From an optimization exercise on the open Yosys and OpenROAD flow, aimed at small area, a short achievable clock period and few clock cycles per item; shortcuts taken in it are not production practice.
At most, simulation tests tie the RTL to the original design; equivalence was not proved.
Power figures rest on the tool's default switching activity, not on a simulated workload.

// scanline_nearest_gap_fill
module scanline_nearest_gap_fill (
   input  logic        clock,
   input  logic        reset,
   input  logic        req_push,
   output logic        req_full,
   input  logic [24:0] req_data,
   output logic        rsp_empty,
   input  logic        rsp_pop,
   output logic [61:0] rsp_data,
   input  logic        csr_valid,
   output logic        csr_ready,
   input  logic [12:0] csr_data
);
==> flow/config.mk <==
export PLATFORM = sky130hd
export DESIGN_NAME = scanline_nearest_gap_fill
export DESIGN_NICKNAME = scanline_nearest_gap_fill
export VERILOG_FILES = /design/flow/design.v
export SDC_FILE = /design/flow/constraint.sdc
export NUM_CORES = 4
export LEC_CHECK = 0
export CAP_MARGIN = 20
export CORE_MARGIN = 2
export CORE_UTILIZATION = 40
export SETUP_SLACK_MARGIN = 2.35
export SLEW_MARGIN = 20
==> flow/constraint.sdc <==
create_clock -name core_clock -period 5.0 [get_ports {clock}]
set_input_delay 1.0000 -clock core_clock [delete_from_list [all_inputs] [get_ports {clock}]]
set_output_delay 1.0000 -clock core_clock [all_outputs]
set_load 0.01 [all_outputs]
run.sh (not shown) runs the stock make flow with config.mk's settings and CLKGATE_MAP_FILE= SYNTH_SCRIPT=/design/flow/synth_recipe.tcl, a recipe that flattens the netlist after the stock synthesis.
Then changed:
Settings changed: SETUP_SLACK_MARGIN 2.35 to not set.
Final area shrinks by 1.9%.
Sequential share of layout area grows by 0.40 points.
Die area stays the same.
Non-clock buffer count goes down by 13.
Global-route usage went down by 0.73 points.
Clock skew barely changes.
Then changed:
Settings changed: CTS_BUF_LIST set to sky130_fd_sc_hd__clkbuf_4 sky130_fd_sc_hd__clkbuf_8, SETUP_SLACK_MARGIN set to 2.35.
The new run ran to the end with no violations.
Clock power decreases by 36%.
Fmax increases by 40%.
Setup slack improves by 1.1 ns.
Sequential share of layout area is about the same.
Synthesized area is unchanged.
Then changed:
Settings changed: CTS_BUF_LIST sky130_fd_sc_hd__clkbuf_4 sky130_fd_sc_hd__clkbuf_8 to not set, SETUP_SLACK_MARGIN 2.35 to 2.7.
The changed run produced a clean layout.
Non-clock buffer count went up by 45.
Register-to-register slack improves by 0.04 ns.
Worst hold slack improves by 0.020 ns.
Setup slack is better by 0.031 ns.
Final cell count grows by a few percent.
No functional check of the RTL was part of any run of this note.


## old
scanline_nearest_gap_fill, a different RTL version from the one above (not shown whole).
For scale: about 140 flip-flops, ~110 I/O pins, roughly 0.0085 mm2 of cells after synthesis.
clock: 5.0 ns
lec_check: 0
cap_margin: 20
core_margin: 2
core_utilization: 40
cts_buf_list: sky130_fd_sc_hd__clkbuf_4 sky130_fd_sc_hd__clkbuf_8
setup_slack_margin: 2.35
slew_margin: 20
standard.sh (not shown) runs the stock make flow with config.mk's settings and CLKGATE_MAP_FILE= SYNTH_SCRIPT=/design/flow/synth_recipe.tcl, a recipe that flattens the netlist after the stock synthesis.
==> flow/flow/run.sh <==
#!/bin/bash
# The standard layout, with the ports buffered by a plain buffer cell
# (buffer_ports otherwise picks sky130_fd_sc_hd__clkdlybuf4s50_1).
set -euo pipefail
export BUFFER_PORTS_ARGS="-buffer_cell sky130_fd_sc_hd__buf_2"
bash standard.sh > standard_flow.log 2>&1
Testbench counts of old, summed over its fixed seeds: cycles 27,221, runs 12,397.
The following lists how new was set up differently from old:
==> flow/run.sh (new file) <==
#!/bin/bash
# synth_recipe.tcl (not shown) runs the flow's synth.tcl, then flattens the netlist and writes it again
# the make line also repeats each setting of config.mk as NAME=value (left out here)
make -C /OpenROAD-flow-scripts/flow DESIGN_CONFIG=/design/flow/config.mk WORK_HOME=/design/flow/orfs CLKGATE_MAP_FILE= SYNTH_SCRIPT=/design/flow/synth_recipe.tcl finish
removed: flow/flow/run.sh
removed: flow/standard.sh
==> comparison <==
Maximum operating frequency for new: 0.31% up relative to old. Non-filler instance count after layout (new vs. old) increases slightly. Final instance area ended up 590 um2 higher on new than on old. Compared with old, new shows first-pass GRT wire length that has gone down by a few percent. All of new and old finish clean. Measured against old, the first-iteration DRC count of new comes out at 1.3 times the reference value.


Another version of the RTL of scanline_nearest_gap_fill (not shown whole).
For scale: about 800 cells after synthesis.
Settings: LEC_CHECK=0, CAP_MARGIN=20, CORE_MARGIN=2, CORE_UTILIZATION=66, CTS_BUF_LIST=sky130_fd_sc_hd__clkbuf_4 sky130_fd_sc_hd__clkbuf_8, SETUP_SLACK_MARGIN=2.3, SLEW_MARGIN=20; clock period 5.0 ns.
==> flow/flow/run.sh <==
#!/bin/bash
# The standard layout, with the ports buffered by a plain buffer cell
# (buffer_ports otherwise picks sky130_fd_sc_hd__clkdlybuf4s50_1).
set -euo pipefail
export BUFFER_PORTS_ARGS="-buffer_cell sky130_fd_sc_hd__buf_1"
bash standard.sh > standard_flow.log 2>&1
Testbench counts at the start, summed over its fixed seeds: cycles 25,740, runs 12,397.
Next try:
Settings changed: CORE_UTILIZATION 66 to 60, SETUP_SLACK_MARGIN 2.3 to 2.38.
Result:
- worst setup slack gets better by 54 ps
- total power came out higher by 1.4%
- wire length came out lower by 2.4%
- area after synthesis stays the same
- die area came out higher by 9.6%
- final cell count came out higher by 3.3%
Next try:
Settings changed: SETUP_SLACK_MARGIN 2.38 to 2.15.
Result: The new run produced a clean layout; die area stays the same; count of clock-buffer cells in the layout grows by 2; sequential share of layout area grows by 1.3 points; synthesized area does not change; via count shrinks slightly; utilization shrinks by 2.7 points; hold slack gets worse by 34 ps; final cell count shrinks slightly; register-to-register slack gets worse by 210 ps.
Next try:
Settings changed: SETUP_SLACK_MARGIN 2.15 to 2.3.
Effect:
- The changed run completed with no timing, DRC or antenna violations
- worst setup slack is better by 160 ps
- count of clock-buffer cells in the layout came out lower by 2
- final cell count increases by 0.45%
- final area came out higher by 1.6%
- worst hold slack is about the same
- sequential power stays flat
Next try:
Settings changed: SETUP_SLACK_MARGIN 2.3 to 2.45.
Result: Clock skew went up by 3.3 ps; cell area goes up by 3.9%; utilization climbs by 2.7 points; worst setup slack improves by 51 ps; clock power increases by 5.0%; sequential share of layout area fell by 1.1 points; cell count grows by 1.4%; total power climbs by 3.0%.


== job 101 ==
The RTL this note starts from:
==> flow/design.v <==
`timescale 1ns / 1ps
package sngf_pkg;
   localparam int CSR_W   = 13;
   localparam int ROW_W   = 12;
   localparam int COL_W   = 12;
   localparam int LEN_W   = 13;
   localparam int COLOR_W = 24;
   localparam logic [CSR_W-1:0] ROW_WIDTH_RESET = 13'd800;
endpackage
`timescale 1ns / 1ps
`timescale 1ns / 1ps
`timescale 1ns / 1ps
`timescale 1ns / 1ps
module scanline_nearest_gap_fill (
   input  logic        clock,
   input  logic        reset,
   input  logic        req_push,
   output logic        req_full,
   input  logic [24:0] req_data,
   output logic        rsp_empty,
   input  logic        rsp_pop,
   output logic [61:0] rsp_data,
   input  logic        csr_valid,
   output logic        csr_ready,
   input  logic [12:0] csr_data
);
   logic [12:0] wid_ff;       
   logic [11:0] col_ff;
   logic [11:0] row_ff;
   logic        seen_ff;
   logic [11:0] scol_ff;      
   logic [23:0] sclr_ff;      
   logic        blk_ff;       
   logic        re_ff;        
   logic        past_ff;      
   logic        tok_ff;       
   logic        gbig_ff;      
   logic        cnz_ff;       
   logic        rinc_ff;      
   logic        ov_ff;
   logic [11:0] o_start_ff;
   logic [12:0] o_len_ff;
   logic [23:0] o_clr_ff;
   logic        pb_ff;        
   logic        pt_ff;        
   logic        pu_ff;        
   logic        o_last_ff;
   logic        odd_ff;       
   logic        pend_ff;      
   logic        fk0_ff;       
   logic        fk1_ff;       
   logic        fk2_ff;       
   logic        sampled;
   logic [23:0] new_clr;
   logic        pend;
   logic        out_free;
   logic        accept;
   logic        tail_s;
   logic [11:0] gap;
   logic [12:0] tail_len;
   logic [12:0] wid_in;
   logic [12:0] col_x;
   logic [13:0] tail_d;
   logic [13:0] cmw;
   logic        load;
   logic        row_inc;
   logic [11:0] n_start;
   logic [12:0] n_len, len_s;
   logic [23:0] n_clr;
   logic        n_pb, n_pt, n_odd;
   logic        n_re, n_ov;
   logic        n_pu, n_last, n_seen, n_gbig, n_pend;
   assign csr_ready = 1'b1;
   assign rsp_empty = !ov_ff;
   assign rsp_data  = {o_start_ff, o_len_ff, row_ff, o_clr_ff, o_last_ff};
   assign sampled  = req_data[24];
   assign new_clr  = req_data[23:0];
   assign pend     = pend_ff;
   assign out_free = !ov_ff || rsp_pop;
   assign req_full = fk0_ff || (fk1_ff && sampled)
                     || (!rsp_pop && (fk2_ff || (ov_ff && sampled)));
   assign accept   = req_push && !req_full;
   assign tail_s   = re_ff && !past_ff;
   assign row_inc  = rinc_ff && out_free && !pend;
   assign col_x    = {1'b0, col_ff};
   assign gap      = col_ff - scol_ff;
   assign tail_d   = {1'b0, wid_ff} - {2'b00, scol_ff};
   assign tail_len = tail_d[12:0];
   assign cmw      = {2'b00, col_ff} - {1'b0, wid_ff};
   always_comb begin
      if (csr_data == 13'd0)
         wid_in = 13'd1;
      else if (csr_data[12] && (csr_data[11:0] != 12'd0))
         wid_in = 13'd4096;
      else
         wid_in = csr_data;
   end
   always_comb begin
      if (!seen_ff)
         len_s = cnz_ff ? col_x : 13'd1;
      else
         len_s = gbig_ff ? {2'b00, gap[11:1]} : 13'd1;
      if (pend)
         n_len = pb_ff ? o_len_ff + {12'd0, odd_ff} : 13'd1;
      else
         n_len = sampled ? len_s : tail_len;
      if (pb_ff || pu_ff)
         n_start = o_start_ff + o_len_ff[11:0];
      else
         n_start = (sampled && !seen_ff && !pend) ? 12'd0 : scol_ff;
      n_clr = (sampled && !pend && !(seen_ff && gbig_ff)) ? new_clr : sclr_ff;
      if (pend)
         n_last = pb_ff ? !pt_ff : 1'b1;
      else if (!sampled)
         n_last = 1'b1;
      else if (!seen_ff)
         n_last = cnz_ff ? !tail_s : 1'b1;
      else
         n_last = gbig_ff ? 1'b0 : !tail_s;
   end
   always_comb begin
      load    = 1'b0;
      n_pb    = pb_ff;
      n_pt    = pt_ff;
      n_pu    = pu_ff;
      n_odd   = odd_ff;
      if (pend) begin
         if (out_free) begin
            load = 1'b1;
            if (pb_ff) begin
               n_pb    = 1'b0;
            end else if (pu_ff) begin
               n_pu    = 1'b0;
            end else begin
               n_pt    = 1'b0;
            end
            if (accept && sampled)
               n_pu = 1'b1;
         end
      end else if (accept) begin
         if (sampled && !seen_ff) begin
            if (cnz_ff) begin
               load    = 1'b1;
               n_pt    = tail_s;
            end else if (tail_s) begin
               load    = 1'b1;
            end
         end else if (sampled) begin
            load = 1'b1;
            if (gbig_ff) begin
               n_pb   = 1'b1;
               n_odd  = gap[0];
               n_pt   = tail_s;
            end else begin
               n_pt   = tail_s;
            end
         end else if (re_ff && seen_ff && tok_ff) begin
            load  = 1'b1;
         end
      end
   end
   always_comb begin
      if (blk_ff)
         n_re = !cmw[13] || (cmw == 14'h3fff);
      else if (accept)
         n_re = re_ff ? (wid_ff == 13'd1) : (cmw == 14'h3ffe);
      else
         n_re = re_ff;
      n_ov   = load || (ov_ff && !rsp_pop);
      n_seen = accept ? (!re_ff && (seen_ff || sampled)) : seen_ff;
      n_gbig = accept ? !sampled : gbig_ff;
      n_pend = n_pb || n_pt || n_pu;
   end
   always_ff @(posedge clock) begin
      if (reset) begin
         wid_ff  <= sngf_pkg::ROW_WIDTH_RESET;
         col_ff  <= '0;
         row_ff  <= '0;
         rinc_ff <= 1'b0;
         seen_ff <= 1'b0;
         pu_ff   <= 1'b0;
         fk1_ff  <= 1'b0;
         blk_ff  <= 1'b0;
         re_ff   <= 1'b0;
         past_ff <= 1'b0;
         cnz_ff  <= 1'b0;
         ov_ff   <= 1'b0;
         pb_ff   <= 1'b0;
         pt_ff   <= 1'b0;
         pend_ff <= 1'b0;
         fk0_ff  <= 1'b0;
         fk2_ff  <= 1'b0;
      end else begin
         blk_ff <= csr_valid;
         if (csr_valid) wid_ff <= wid_in;
         re_ff <= n_re;
         if (blk_ff)
            past_ff <= !cmw[13];
         else if (accept)
            past_ff <= 1'b0;
         if (accept) begin
            col_ff  <= re_ff ? 12'd0 : col_ff + 12'd1;
            cnz_ff  <= !re_ff;
         end
         row_ff  <= row_ff + {11'd0, row_inc};
         rinc_ff <= (accept && re_ff) || (rinc_ff && !row_inc);
         ov_ff   <= n_ov;
         pb_ff   <= n_pb;
         pt_ff   <= n_pt;
         pu_ff   <= n_pu;
         seen_ff <= n_seen;
         pend_ff <= n_pend;
         fk0_ff  <= csr_valid || (n_pend && n_re);
         fk1_ff  <= n_pend && !(n_seen && !n_gbig && !n_re && !n_pt);
         fk2_ff  <= n_ov && n_re;
      end
   end
   always_ff @(posedge clock) begin
      if (blk_ff)
         tok_ff <= !tail_d[13] && (tail_d != 14'd0);
      else if (accept && sampled)
         tok_ff <= 1'b1;
      gbig_ff <= n_gbig;
      if (accept && sampled) begin
         scol_ff <= col_ff;
         sclr_ff <= new_clr;
      end
      odd_ff <= n_odd;
      if (out_free) begin
         o_start_ff <= n_start;
         o_len_ff   <= n_len;
         o_clr_ff   <= n_clr;
         o_last_ff  <= n_last;
      end
   end
endmodule
==> flow/config.mk <==
export PLATFORM = sky130hd
export DESIGN_NAME = scanline_nearest_gap_fill
export DESIGN_NICKNAME = scanline_nearest_gap_fill
export VERILOG_FILES = /design/flow/design.v
export SDC_FILE = /design/flow/constraint.sdc
export NUM_CORES = 4
export LEC_CHECK = 0
export CAP_MARGIN = 20
export CORE_MARGIN = 2
export CORE_UTILIZATION = 60
export CTS_BUF_LIST = sky130_fd_sc_hd__clkbuf_4 sky130_fd_sc_hd__clkbuf_8
export SETUP_SLACK_MARGIN = 2.55
export SLEW_MARGIN = 20
==> flow/constraint.sdc <==
create_clock -name core_clock -period 5.0 [get_ports {clock}]
set_input_delay 1.0000 -clock core_clock [delete_from_list [all_inputs] [get_ports {clock}]]
set_output_delay 1.0000 -clock core_clock [all_outputs]
set_load 0.01 [all_outputs]
Scripts as last shown in full above: flow/flow/run.sh
For job 104, these inputs were changed with respect to job 101:
# job 101
export LEC_CHECK = 0
export CAP_MARGIN = 20
export CORE_MARGIN = 2
export CORE_UTILIZATION = 60
export CTS_BUF_LIST = sky130_fd_sc_hd__clkbuf_4 sky130_fd_sc_hd__clkbuf_8
export SETUP_SLACK_MARGIN = 2.55
export SLEW_MARGIN = 20
create_clock -name core_clock -period 5.0 [get_ports {clock}]
# job 104
export LEC_CHECK = 0
export CAP_MARGIN = 20
export CORE_MARGIN = 2
export CORE_UTILIZATION = 60
export CTS_BUF_LIST = sky130_fd_sc_hd__clkbuf_4 sky130_fd_sc_hd__clkbuf_8
export SETUP_SLACK_MARGIN = 2.45
export SLEW_MARGIN = 20
create_clock -name core_clock -period 5.0 [get_ports {clock}]
==> run summary <==
The flow did not stop early for job 104: all stages ran, and the layout cleared the timing, design-rule and antenna checks.
Job 101 reached the final stage; the timing, design-rule and antenna checks on its layout passed.
Maximum frequency: job 104 > job 101
The standard cells in job 104 occupy less silicon area than those in job 101 do.
Peak ir drop on the vdd network of job 104 falls short of that of job 101 by more than 10%.
Measured against each other, job 104 and job 101 differ in post-route fraction of the period consumed by the critical path, the lower figure coming from job 104.
Job 104: total number of vias lower than job 101
No run of this note included a check of the RTL's function; only the layout flow was run.


== zinc ==
scanline_nearest_gap_fill, a different RTL version from the one above (not shown whole).
Size: ~140 flip-flops, ~110 I/O pins.
==> flow/config.mk <==
export PLATFORM = sky130hd
export DESIGN_NAME = scanline_nearest_gap_fill
export DESIGN_NICKNAME = scanline_nearest_gap_fill
export VERILOG_FILES = /design/flow/design.v
export SDC_FILE = /design/flow/constraint.sdc
export NUM_CORES = 4
export LEC_CHECK = 0
export CAP_MARGIN = 20
export CORE_MARGIN = 2
export CORE_UTILIZATION = 40
export SETUP_SLACK_MARGIN = 2.0
export SLEW_MARGIN = 20
==> flow/constraint.sdc <==
create_clock -name core_clock -period 5.0 [get_ports {clock}]
set_input_delay 1.0000 -clock core_clock [delete_from_list [all_inputs] [get_ports {clock}]]
set_output_delay 1.0000 -clock core_clock [all_outputs]
set_load 0.01 [all_outputs]
run.sh (not shown) runs the stock make flow with config.mk's settings and CLKGATE_MAP_FILE= SYNTH_SCRIPT=/design/flow/synth_recipe.tcl, a recipe that flattens the netlist after the stock synthesis.
Stock flow here: none of the scripts above is used.
Testbench counts of zinc, summed over its fixed seeds: cycles 27,213, runs 12,397.
Relative to zinc, the following input files were edited for quartz:
- SETUP_SLACK_MARGIN removed (was 2.0)
Notes after the runs:
- Routed wirelength normalized by instance count (quartz over zinc): decrease, 7.5%
- [diff] total power of the final layout, quartz relative to zinc: improvement
- Compared with zinc, total via count in the routed design in quartz decreased by a few percent.
Setup changes, quartz to cedar
- SETUP_SLACK_MARGIN now 2.5, previously not set
- ABC_CLOCK_PERIOD_IN_PS now 2500, previously not set
==> comparison <==
- quartz → cedar: met1 track demand over resource shows an increase of 1.4 points; fraction of area in clock buffers and inverters went down 0.50 points; number of buffers inserted to repair setup after CTS went up by 37; arrival time at the worst endpoint down 660 ps.
- Between cedar and quartz, it is cedar whose area added between synthesis and finish is higher, by 18 points.
- Looking at routed wire length, cedar sits above quartz.

## re-timing with driven ports
In the flow no input, the clock included, has a driving cell. The finished layouts below were timed again as built, in two steps. Step 1 assumes that a clkbuf_16 drives the clock port and a buf_2 every other input. Step 2 adds t to the input delays and takes it off the output delays; t is the mean of the earliest and latest rising clock arrival at the registers after step 1. Input paths then give back, and output paths get back, about the clock's delay inside the block. Slacks: ideal / step 1 / step 2; pairs: ideal / step 1.
run | t (ns) | setup WS [ns] | worst hold slack (ns) | latest minus earliest clock arrival (ns) | worst register clock-pin slew, ns
the first run of note 1 | 0.468 | 2.309 / 2.270 / 1.944 | 0.455 / 0.455 / 0.455 | 0.011 / 0.010 | 0.07 / 0.07
the second run of note 1 | 0.464 | 1.228 / 1.177 / 1.177 | 0.468 / 0.469 / 0.469 | 0.011 / 0.011 | 0.07 / 0.07
the third run of note 1 | 0.492 | 2.297 / 2.257 / 1.910 | 0.461 / 0.461 / 0.461 | 0.017 / 0.017 | 0.10 / 0.10
the fourth run of note 1 | 0.474 | 2.328 / 2.282 / 2.108 | 0.481 / 0.481 / 0.481 | 0.013 / 0.013 | 0.07 / 0.07
old | 0.487 | 2.352 / 2.251 / 1.909 | 0.499 / 0.499 / 0.499 | 0.017 / 0.017 | 0.09 / 0.09
new | 0.476 | 2.361 / 2.296 / 1.910 | 0.478 / 0.478 / 0.478 | 0.019 / 0.018 | 0.09 / 0.09
the first run of note 3 | 0.487 | 2.343 / 2.313 / 1.981 | 0.491 / 0.491 / 0.491 | 0.011 / 0.011 | 0.08 / 0.08
the second run of note 3 | 0.494 | 2.397 / 2.365 / 1.975 | 0.500 / 0.500 / 0.500 | 0.010 / 0.010 | 0.09 / 0.09
the third run of note 3 | 0.487 | 2.207 / 2.207 / 1.932 | 0.466 / 0.466 / 0.466 | 0.012 / 0.012 | 0.08 / 0.08
the fourth run of note 3 | 0.479 | 2.362 / 2.339 / 1.969 | 0.466 / 0.466 / 0.466 | 0.010 / 0.009 | 0.08 / 0.08
the fifth run of note 3 | 0.498 | 2.413 / 2.381 / 1.962 | 0.465 / 0.465 / 0.465 | 0.011 / 0.012 | 0.09 / 0.09
job 101 | 0.488 | 2.207 / 2.207 / 2.003 | 0.521 / 0.521 / 0.521 | 0.014 / 0.015 | 0.09 / 0.09
job 104 | 0.484 | 2.331 / 2.331 / 2.094 | 0.487 / 0.487 / 0.487 | 0.013 / 0.013 | 0.08 / 0.08
zinc | 0.469 | 0.850 / 0.805 / 1.241 | 0.478 / 0.478 / 0.478 | 0.013 / 0.013 | 0.07 / 0.07
quartz | 0.469 | 0.219 / 0.178 / 0.647 | 0.465 / 0.465 / 0.465 | 0.009 / 0.010 | 0.07 / 0.07
cedar | 0.474 | 0.876 / 0.834 / 1.197 | 0.466 / 0.466 / 0.466 | 0.011 / 0.011 | 0.07 / 0.07
After both steps setup and hold are still met in every run listed.
